This is an optimization exercise on Yosys and OpenROAD, whose aim is small area, a short achievable clock period and few clock cycles, not a production implementation.
At most, simulation tests tie the RTL to the original design; equivalence was not proved.
Power and IR drop assume default switching activity.

== middle ==
==> flow/design.v <==
`timescale 1ns/1ns
`default_nettype none
module board_store (
    input  logic             sysclk,
    input  logic             clear,      
    input  logic             wr_go,      
    input  logic [4:0]       wr_row,     
    input  logic [3:0]       wr_col,
    input  logic [2:0]       wr_dat,
    output logic [3:0][29:0] tap,        
    output logic [3:0][29:0] nxt         
);
    logic [29:0] ring [4][5];
    always_comb begin
        for (int j = 0; j < 4; j++) begin
            for (int c = 0; c < 10; c++) begin
                if (clear) begin
                    tap[j][c*3 +: 3] = 3'd0;
                end else if (wr_go && wr_row[1:0] == 2'(j) && wr_col == 4'(c)) begin
                    tap[j][c*3 +: 3] = wr_dat;
                end else begin
                    tap[j][c*3 +: 3] = ring[j][4][c*3 +: 3];
                end
            end
        end
    end
    always_comb begin
        for (int j = 0; j < 4; j++) nxt[j] = ring[j][3];
    end
    always_ff @(posedge sysclk) begin
        for (int j = 0; j < 4; j++) begin
            ring[j][0] <= tap[j];
            for (int i = 1; i < 5; i++) ring[j][i] <= ring[j][i-1];
        end
    end
endmodule
`default_nettype wire
`timescale 1ns/1ns
`default_nettype none
module block_render_top (
    input  logic        sysclk,
    input  logic        reset,
    input  logic        wb_cyc,
    input  logic        wb_stb,
    input  logic        wb_we,
    input  logic [7:0]  wb_adr,
    input  logic [7:0]  wb_dat_w,
    input  logic        scan_start,
    input  logic        vtx_ready,
    output logic [7:0]  wb_dat_r,
    output logic        wb_ack,
    output logic        scan_busy,
    output logic        scan_done,
    output logic        vtx_valid,
    output logic [10:0] vtx_x,
    output logic [10:0] vtx_y,
    output logic [5:0]  vtx_z,
    output logic [2:0]  vtx_color,
    output logic [3:0]  vtx_faces,
    output logic        vtx_last
);
    logic [2:0]       ph;         
    logic [2:0]       phn;        
    logic             clearing;   
    logic             clearing_d;
    logic             wr_go;      
    logic             wr_go_d;
    logic [4:0]       wrow;       
    logic [4:0]       wrow_d;
    logic [3:0]       wcol;
    logic [2:0]       wdat;
    logic             wpend;
    logic             wpend_d;
    logic             wload;      
    logic [3:0][29:0] tap;
    logic [4:0]       a_row;
    logic [3:0]       a_col;
    logic             a_ok;
    assign phn        = (ph == 3'd4) ? 3'd0 : ph + 3'd1;
    assign clearing_d = reset || (clearing && ph != 3'd4);
    assign wpend_d    = !reset && ((wload && a_ok) || (wpend && !wr_go));
    assign wrow_d     = wload ? a_row : wrow;
    assign wr_go_d    = wpend_d && !clearing_d && (phn == wrow_d[4:2]);
    always_ff @(posedge sysclk) begin
        ph       <= reset ? 3'd0 : phn;
        clearing <= clearing_d;
        wpend    <= wpend_d;
        wr_go    <= wr_go_d;
    end
    board_store u_board_store (
        .sysclk (sysclk),
        .clear  (clearing),
        .wr_go  (wr_go),
        .wr_row (wrow),
        .wr_col (wcol),
        .wr_dat (wdat),
        .tap    (tap),
        .nxt    (nxt)
    );
    logic [3:0][9:0]  tocc;       
    logic [3:0][29:0] nxt;        
    logic [3:0]       tany;       
    always_comb begin
        for (int j = 0; j < 4; j++) begin
            for (int c = 0; c < 10; c++) tocc[j][c] = |tap[j][c*3 +: 3];
        end
    end
    always_ff @(posedge sysclk) begin
        for (int j = 0; j < 4; j++) tany[j] <= (|nxt[j]) || wpend || wload;
    end
    logic [7:0] areg;        
    logic       rdp;         
    logic       rd2;         
    logic       rdv;         
    logic       new_req;
    logic       wfree;
    logic       rd_go;
    assign wfree   = !wpend || wr_go || wr_go_d;
    assign new_req = wb_cyc && wb_stb && !wb_ack && !rdp && !rdv && !rd2 && !clearing;
    always_comb begin
        logic [4:0] rh;
        logic [3:0] d;
        logic [4:0] s;
        case (areg[7:4])
            4'd0:    begin rh = 5'd0;  d = 4'd0; end
            4'd1:    begin rh = 5'd1;  d = 4'd6; end
            4'd2:    begin rh = 5'd3;  d = 4'd2; end
            4'd3:    begin rh = 5'd4;  d = 4'd8; end
            4'd4:    begin rh = 5'd6;  d = 4'd4; end
            4'd5:    begin rh = 5'd8;  d = 4'd0; end
            4'd6:    begin rh = 5'd9;  d = 4'd6; end
            4'd7:    begin rh = 5'd11; d = 4'd2; end
            4'd8:    begin rh = 5'd12; d = 4'd8; end
            4'd9:    begin rh = 5'd14; d = 4'd4; end
            4'd10:   begin rh = 5'd16; d = 4'd0; end
            4'd11:   begin rh = 5'd17; d = 4'd6; end
            4'd12:   begin rh = 5'd19; d = 4'd2; end
            default: begin rh = 5'd19; d = 4'd0; end
        endcase
        s = 5'(areg[3:0]) + 5'(d);
        if (s >= 5'd20) begin
            a_row = rh + 5'd2;
            a_col = 4'(s - 5'd20);
        end else if (s >= 5'd10) begin
            a_row = rh + 5'd1;
            a_col = 4'(s - 5'd10);
        end else begin
            a_row = rh;
            a_col = 4'(s);
        end
        a_ok = (areg < 8'd200);
    end
    assign rd_go = (rdp && !a_ok) || (rdv && ph == wrow[4:2]);
    always_ff @(posedge sysclk) begin
        areg  <= wb_adr;
        if (reset) begin
            wb_ack <= 1'b0;
            wload  <= 1'b0;
            rdp    <= 1'b0;
            rdv    <= 1'b0;
            rd2    <= 1'b0;
        end else begin
            wb_ack <= (new_req && wb_we && wfree) || rd2;
            wload  <= new_req && wb_we && wfree;
            rdp    <= new_req && !wb_we && wfree;
            if (rdp && a_ok) rdv <= 1'b1;
            else if (rd_go)  rdv <= 1'b0;
            rd2    <= rd_go;
        end
    end
    always_ff @(posedge sysclk) begin
        if (wload || rdp) begin
            wrow <= a_row;
            wcol <= a_col;
        end
        if (wload) wdat <= wb_dat_w[2:0];
    end
    localparam logic [1:0] S_SEEK = 2'd0, S_NOCC = 2'd1, S_PICK = 2'd2;
    logic [1:0]  st;
    logic [4:0]  srow;       
    logic [29:0] cur;        
    logic [9:0]  cocc;
    logic [9:0]  pocc;       
    logic [9:0]  nocc;       
    logic [9:0]  rem;        
    logic [9:0]  pick;
    logic        have;
    logic        at_band;
    logic [3:0]  cand;
    logic [3:0]  jsel;       
    logic        found;
    logic        do_pick;
    logic        emit_free;
    logic        take;
    logic [29:0] tsel;
    logic [9:0]  tsel_occ;
    always_comb begin
        for (int c = 0; c < 10; c++) tsel_occ[c] = |tsel[c*3 +: 3];
    end
    logic [9:0]  tsel_below;
    always_comb begin
        for (int c = 0; c < 10; c++) cocc[c] = |cur[c*3 +: 3];
    end
    assign have    = |rem;
    assign at_band = (ph == srow[4:2]);
    always_comb begin
        logic seen;
        for (int j = 0; j < 4; j++) cand[j] = tany[j] && (2'(j) >= srow[1:0]);
        seen = 1'b0;
        for (int j = 0; j < 4; j++) begin
            jsel[j] = cand[j] && !seen;
            seen    = seen || cand[j];
        end
        found = seen;
        if (!scan_busy) begin
            for (int j = 0; j < 4; j++) jsel[j] = (wrow[1:0] == 2'(j));
        end
        tsel       = '0;
        tsel_below = '0;
        for (int j = 0; j < 4; j++) begin
            tsel     = tsel | (tap[j] & {30{jsel[j]}});
            if (j < 3) tsel_below = tsel_below | (tocc[(j < 3) ? j + 1 : 0] & {10{jsel[j]}});
        end
    end
    always_comb begin
        logic seen;
        seen = 1'b0;
        for (int c = 0; c < 10; c++) begin
            pick[c] = rem[c] && !seen;
            seen    = seen || rem[c];
        end
    end
    always_ff @(posedge sysclk) begin
        if (reset) begin
            scan_busy <= 1'b0;
            scan_done <= 1'b0;
            st        <= S_SEEK;
        end else begin
            scan_done <= 1'b0;
            if (!scan_busy) begin
                if (scan_start) begin
                    scan_busy <= 1'b1;
                    st        <= S_SEEK;
                end
            end else begin
                case (st)
                    S_SEEK: begin
                        if (at_band) begin
                            if (found) begin
                                st <= (jsel[3] && srow[4:2] != 3'd4) ? S_NOCC : S_PICK;
                            end else if (srow[4:2] == 3'd4) begin
                                scan_busy <= 1'b0;
                                scan_done <= 1'b1;
                            end
                        end
                    end
                    S_NOCC: st <= S_PICK;
                    default: begin
                        if (!have) begin
                            if (srow == 5'd19) begin
                                scan_busy <= 1'b0;
                                scan_done <= 1'b1;
                            end
                            st <= S_SEEK;
                        end
                    end
                endcase
            end
        end
    end
    always_ff @(posedge sysclk) begin
        if (!scan_busy) begin
            if (scan_start) begin
                srow <= 5'd0;
                pocc <= '0;
            end
            if (rd_go) begin
                cur <= tsel;
                rem <= rdv ? 10'(1 << wcol) : 10'd0;
            end
        end else begin
            case (st)
                S_SEEK: begin
                    if (at_band) begin
                        if (found) begin
                            srow <= {srow[4:2], jsel[3] ? 2'd3 : jsel[2] ? 2'd2 : jsel[1] ? 2'd1 : 2'd0};
                            cur  <= tsel;
                            rem  <= tsel_occ;
                            nocc <= tsel_below;
                            if (!jsel[srow[1:0]]) pocc <= '0;
                        end else begin
                            srow <= {srow[4:2] + 3'd1, 2'd0};
                            pocc <= '0;
                        end
                    end
                end
                S_NOCC: nocc <= tocc[0];
                default: begin
                    if (!have) begin
                        srow <= srow + 5'd1;
                        pocc <= cocc;
                    end else if (do_pick) begin
                        rem <= rem & ~pick;
                    end
                end
            endcase
        end
    end
    logic [2:0] p_color;
    logic [3:0] p_faces;
    logic [5:0] p_x;
    logic [6:0] p_y;
    always_comb begin
        p_color = '0;
        p_faces = '0;
        p_x     = '0;
        for (int c = 0; c < 10; c++) begin
            logic [3:0] f;
            f[3] = !pocc[c];
            f[2] = !nocc[c];
            f[1] = (c == 0) ? 1'b1 : !cocc[(c == 0) ? 0 : c - 1];
            f[0] = (c == 9) ? 1'b1 : !cocc[(c == 9) ? 9 : c + 1];
            p_color = p_color | (cur[c*3 +: 3] & {3{pick[c]}});
            p_faces = p_faces | (f & {4{pick[c]}});
            p_x     = p_x | (6'(25 + 3 * c) & {6{pick[c]}});
        end
        p_y = 7'(12 + 3 * srow);
    end
    logic [5:0] ox;
    logic [6:0] oy;
    logic [2:0] ok;
    logic [2:0] ocolor;
    logic [3:0] ofaces;
    logic       olast;
    logic       ovalid;
    assign take      = ovalid && vtx_ready;
    assign emit_free = !ovalid || (olast && vtx_ready);
    assign do_pick   = scan_busy && (st == S_PICK) && have && emit_free;
    always_ff @(posedge sysclk) begin
        if (reset) begin
            ovalid <= 1'b0;
        end else if (do_pick) begin
            ovalid <= 1'b1;
        end else if (take && olast) begin
            ovalid <= 1'b0;
        end
    end
    always_ff @(posedge sysclk) begin
        if (do_pick) begin
            ox     <= p_x;
            oy     <= p_y;
            ok     <= 3'd0;
            olast  <= 1'b0;
            ocolor <= p_color;
            ofaces <= p_faces;
        end else if (rd2) begin
            ocolor <= p_color;
        end else if (take) begin
            ok    <= ok + 3'd1;
            olast <= (ok == 3'd6);
            ox    <= ok[0] ? ox - 6'd3 : ox + 6'd3;
            if (ok[0]) oy <= ok[1] ? oy - 7'd3 : oy + 7'd3;
        end
    end
    assign wb_dat_r  = {5'd0, ocolor};
    assign vtx_valid = ovalid;
    assign vtx_x     = {2'b00, ox, 3'b000};
    assign vtx_y     = {1'b0, oy, 3'b100};
    assign vtx_z     = {1'b0, ok[2], ok[2], 3'b000};
    assign vtx_color = ocolor;
    assign vtx_faces = ofaces;
    assign vtx_last  = olast;
endmodule
`default_nettype wire
Settings: LEC_CHECK=0, CAP_MARGIN=20, CORE_MARGIN=2, CORE_UTILIZATION=65, CTS_CLUSTER_DIAMETER=120, CTS_CLUSTER_SIZE=25, SETUP_SLACK_MARGIN=5, SLEW_MARGIN=20; clock period 8.0 ns.
run.sh (not shown) runs the stock make flow with config.mk's settings and CLKGATE_MAP_FILE= SYNTH_SCRIPT=/design/flow/synth_recipe.tcl, a recipe that flattens the netlist after the stock synthesis.
Changes in north relative to middle:
--- a/flow/design.v
+++ b/flow/design.v
@@ -9,29 +9,31 @@
     input  logic [2:0]       wr_dat,
     output logic [3:0][29:0] tap,        
     output logic [3:0][29:0] nxt         
 );
     logic [29:0] ring [4][5];
+    logic [3:0][29:0] ins;
+    logic [3:0][9:0] wsel;
+    logic [2:0]      wd;
     always_comb begin
+        wd = clear ? 3'd0 : wr_dat;
         for (int j = 0; j < 4; j++) begin
             for (int c = 0; c < 10; c++) begin
-                if (clear) begin
-                    tap[j][c*3 +: 3] = 3'd0;
-                end else if (wr_go && wr_row[1:0] == 2'(j) && wr_col == 4'(c)) begin
-                    tap[j][c*3 +: 3] = wr_dat;
-                end else begin
-                    tap[j][c*3 +: 3] = ring[j][4][c*3 +: 3];
-                end
+                wsel[j][c] = clear || (wr_go && wr_row[1:0] == 2'(j) && wr_col == 4'(c));
+                ins[j][c*3 +: 3] = wsel[j][c] ? wd : ring[j][4][c*3 +: 3];
             end
         end
     end
     always_comb begin
-        for (int j = 0; j < 4; j++) nxt[j] = ring[j][3];
+        for (int j = 0; j < 4; j++) begin
+            tap[j] = ring[j][4];
+            nxt[j] = ring[j][3];
+        end
     end
     always_ff @(posedge sysclk) begin
         for (int j = 0; j < 4; j++) begin
-            ring[j][0] <= tap[j];
+            ring[j][0] <= ins[j];
             for (int i = 1; i < 5; i++) ring[j][i] <= ring[j][i-1];
         end
     end
 endmodule
 `default_nettype wire
@@ -104,20 +106,20 @@
         for (int j = 0; j < 4; j++) begin
             for (int c = 0; c < 10; c++) tocc[j][c] = |tap[j][c*3 +: 3];
         end
     end
     always_ff @(posedge sysclk) begin
-        for (int j = 0; j < 4; j++) tany[j] <= (|nxt[j]) || wpend || wload;
+        for (int j = 0; j < 4; j++) tany[j] <= |nxt[j];
     end
     logic [7:0] areg;        
     logic       rdp;         
     logic       rd2;         
     logic       rdv;         
     logic       new_req;
     logic       wfree;
     logic       rd_go;
-    assign wfree   = !wpend || wr_go || wr_go_d;
+    assign wfree   = !wpend || wr_go || (phn == wrow[4:2]);
     assign new_req = wb_cyc && wb_stb && !wb_ack && !rdp && !rdv && !rd2 && !clearing;
     always_comb begin
         logic [4:0] rh;
         logic [3:0] d;
         logic [4:0] s;
@@ -200,11 +202,11 @@
     logic [9:0]  tsel_below;
     always_comb begin
         for (int c = 0; c < 10; c++) cocc[c] = |cur[c*3 +: 3];
     end
     assign have    = |rem;
-    assign at_band = (ph == srow[4:2]);
+    assign at_band = (ph == srow[4:2]) && !wpend && !clearing;
     always_comb begin
         logic seen;
         for (int j = 0; j < 4; j++) cand[j] = tany[j] && (2'(j) >= srow[1:0]);
         seen = 1'b0;
         for (int j = 0; j < 4; j++) begin
## What came out
Side by side, final standard cell utilization of the core turned out lower in north than in middle.
The higher layout inverter count without the clock tree came out of north.
Delta (north minus middle): post-synthesis share of cell area spent on and, or, nand and nor gates has decreased; wire length of the first global-routing pass has decreased.
Per the comparison of north with middle, period utilization lower, multi-input gate share of total cell area higher.
| half-perimeter wire length of the detailed placement result | north vs middle | worse |
Summary: via count, north better than middle
Testbench counts of north, summed over its fixed seeds: cycles 142,189.
No functional check of the RTL was part of middle.


block_render_top, a different RTL version from the one above (not shown whole).
==> flow/config.mk <==
export PLATFORM = sky130hd
export DESIGN_NAME = block_render_top
export DESIGN_NICKNAME = block_render_top
export VERILOG_FILES = /design/flow/design.v
export SDC_FILE = /design/flow/constraint.sdc
export NUM_CORES = 4
export LEC_CHECK = 0
export CAP_MARGIN = 20
export CORE_MARGIN = 2
export CORE_UTILIZATION = 65
export CTS_CLUSTER_DIAMETER = 120
export CTS_CLUSTER_SIZE = 25
export SETUP_SLACK_MARGIN = 5
export SLEW_MARGIN = 20
==> flow/constraint.sdc <==
create_clock -name core_clock -period 8.0 [get_ports {sysclk}]
set_input_delay 1.6000 -clock core_clock [delete_from_list [all_inputs] [get_ports {sysclk}]]
set_output_delay 1.6000 -clock core_clock [all_outputs]
set_load 0.01 [all_outputs]
The first run produced a clean layout.
Testbench counts at the start, summed over its fixed seeds: cycles 142,189.
==> next run, changes <==
--- a/flow/design.v
+++ b/flow/design.v
@@ -8,32 +8,32 @@
     input  logic [3:0]       wr_col,
     input  logic [2:0]       wr_dat,
     output logic [3:0][29:0] tap,        
     output logic [3:0][29:0] nxt         
 );
     logic [29:0] ring [4][5];
     logic [3:0][29:0] ins;
     logic [3:0][9:0] wsel;
     logic [2:0]      wd;
     always_comb begin
-        wd = clear ? 3'd7 : ~wr_dat;
+        wd = clear ? 3'd0 : wr_dat;
         for (int j = 0; j < 4; j++) begin
             for (int c = 0; c < 10; c++) begin
                 wsel[j][c] = clear || (wr_go && wr_row[1:0] == 2'(j) && wr_col == 4'(c));
                 ins[j][c*3 +: 3] = wsel[j][c] ? wd : ring[j][4][c*3 +: 3];
             end
         end
     end
     always_comb begin
         for (int j = 0; j < 4; j++) begin
-            tap[j] = ~ring[j][4];
-            nxt[j] = ~ring[j][3];
+            tap[j] = ring[j][4];
+            nxt[j] = ring[j][3];
         end
     end
     always_ff @(posedge sysclk) begin
         for (int j = 0; j < 4; j++) begin
             ring[j][0] <= ins[j];
             for (int i = 1; i < 5; i++) ring[j][i] <= ring[j][i-1];
         end
     end
 endmodule
 `default_nettype wire
@@ -110,21 +110,21 @@
     always_ff @(posedge sysclk) begin
         for (int j = 0; j < 4; j++) tany[j] <= |nxt[j];
     end
     logic [7:0] areg;        
     logic       rdp;         
     logic       rd2;         
     logic       rdv;         
     logic       new_req;
     logic       wfree;
     logic       rd_go;
-    assign wfree   = !wpend || wr_go || (phn == wrow[4:2]);
+    assign wfree   = !wpend || wr_go || wr_go_d;
     assign new_req = wb_cyc && wb_stb && !wb_ack && !rdp && !rdv && !rd2 && !clearing;
     always_comb begin
         logic [4:0] rh;
         logic [3:0] d;
         logic [4:0] s;
         case (areg[7:4])
             4'd0:    begin rh = 5'd0;  d = 4'd0; end
             4'd1:    begin rh = 5'd1;  d = 4'd6; end
             4'd2:    begin rh = 5'd3;  d = 4'd2; end
             4'd3:    begin rh = 5'd4;  d = 4'd8; end
Result: The new run finished with timing, DRC and antenna clean. Total power grows by 4.1%. Count of clock-buffer cells in the layout shrinks by 1. Via count grows by 3.8%. Wire length grows by 1.8%. Global-route usage shrinks by 0.21 points. Final cell count grows by 4.5%. Worst hold slack got worse by 0.016 ns. Sequential power grows by about 1%. Critical path depth does not change. Non-clock buffer count shrinks by 3. First-iteration DRC count shrinks by 11%. Synthesized area grows by 1.4%.
Function not checked in the second run of this note: the RTL went through the layout flow alone.

## afterwards: timing with drivers on the ports
How much do the figures lean on ideal ports? The routed layouts below were timed once more, with nothing changed but the port constraints.
Step 1, drivers: a clkbuf_16 drives sysclk and a buf_2 each remaining input, both assumed.
Step 2, shift: input delay + t, output delay - t, t = (earliest + latest rising clock arrival at the registers) / 2. This alone moves slack from input paths to output paths.
Three values: ideal ports, drivers, drivers and shift; two values: the first two.
| run | t, ns | setup slack, ns | slew at the worst register clock pin (ns) | cell pins on the clock port's net |
|---|---|---|---|---|
| middle | 0.617 | 4.786 / 4.786 / 4.459 | 0.11 / 0.11 | 1 |
| north | 0.607 | 4.971 / 4.971 / 4.558 | 0.11 / 0.11 | 1 |
| the first run of note 2 | 0.592 | 5.032 / 4.992 / 4.540 | 0.10 / 0.10 | 1 |
| the second run of note 2 | 0.597 | 5.028 / 4.994 / 4.480 | 0.11 / 0.11 | 1 |
After both steps every run listed still meets setup and hold. The setup slack of the second run of note 2, which loses most, moves by -0.034 ns with the drivers and by -0.548 ns with both steps.
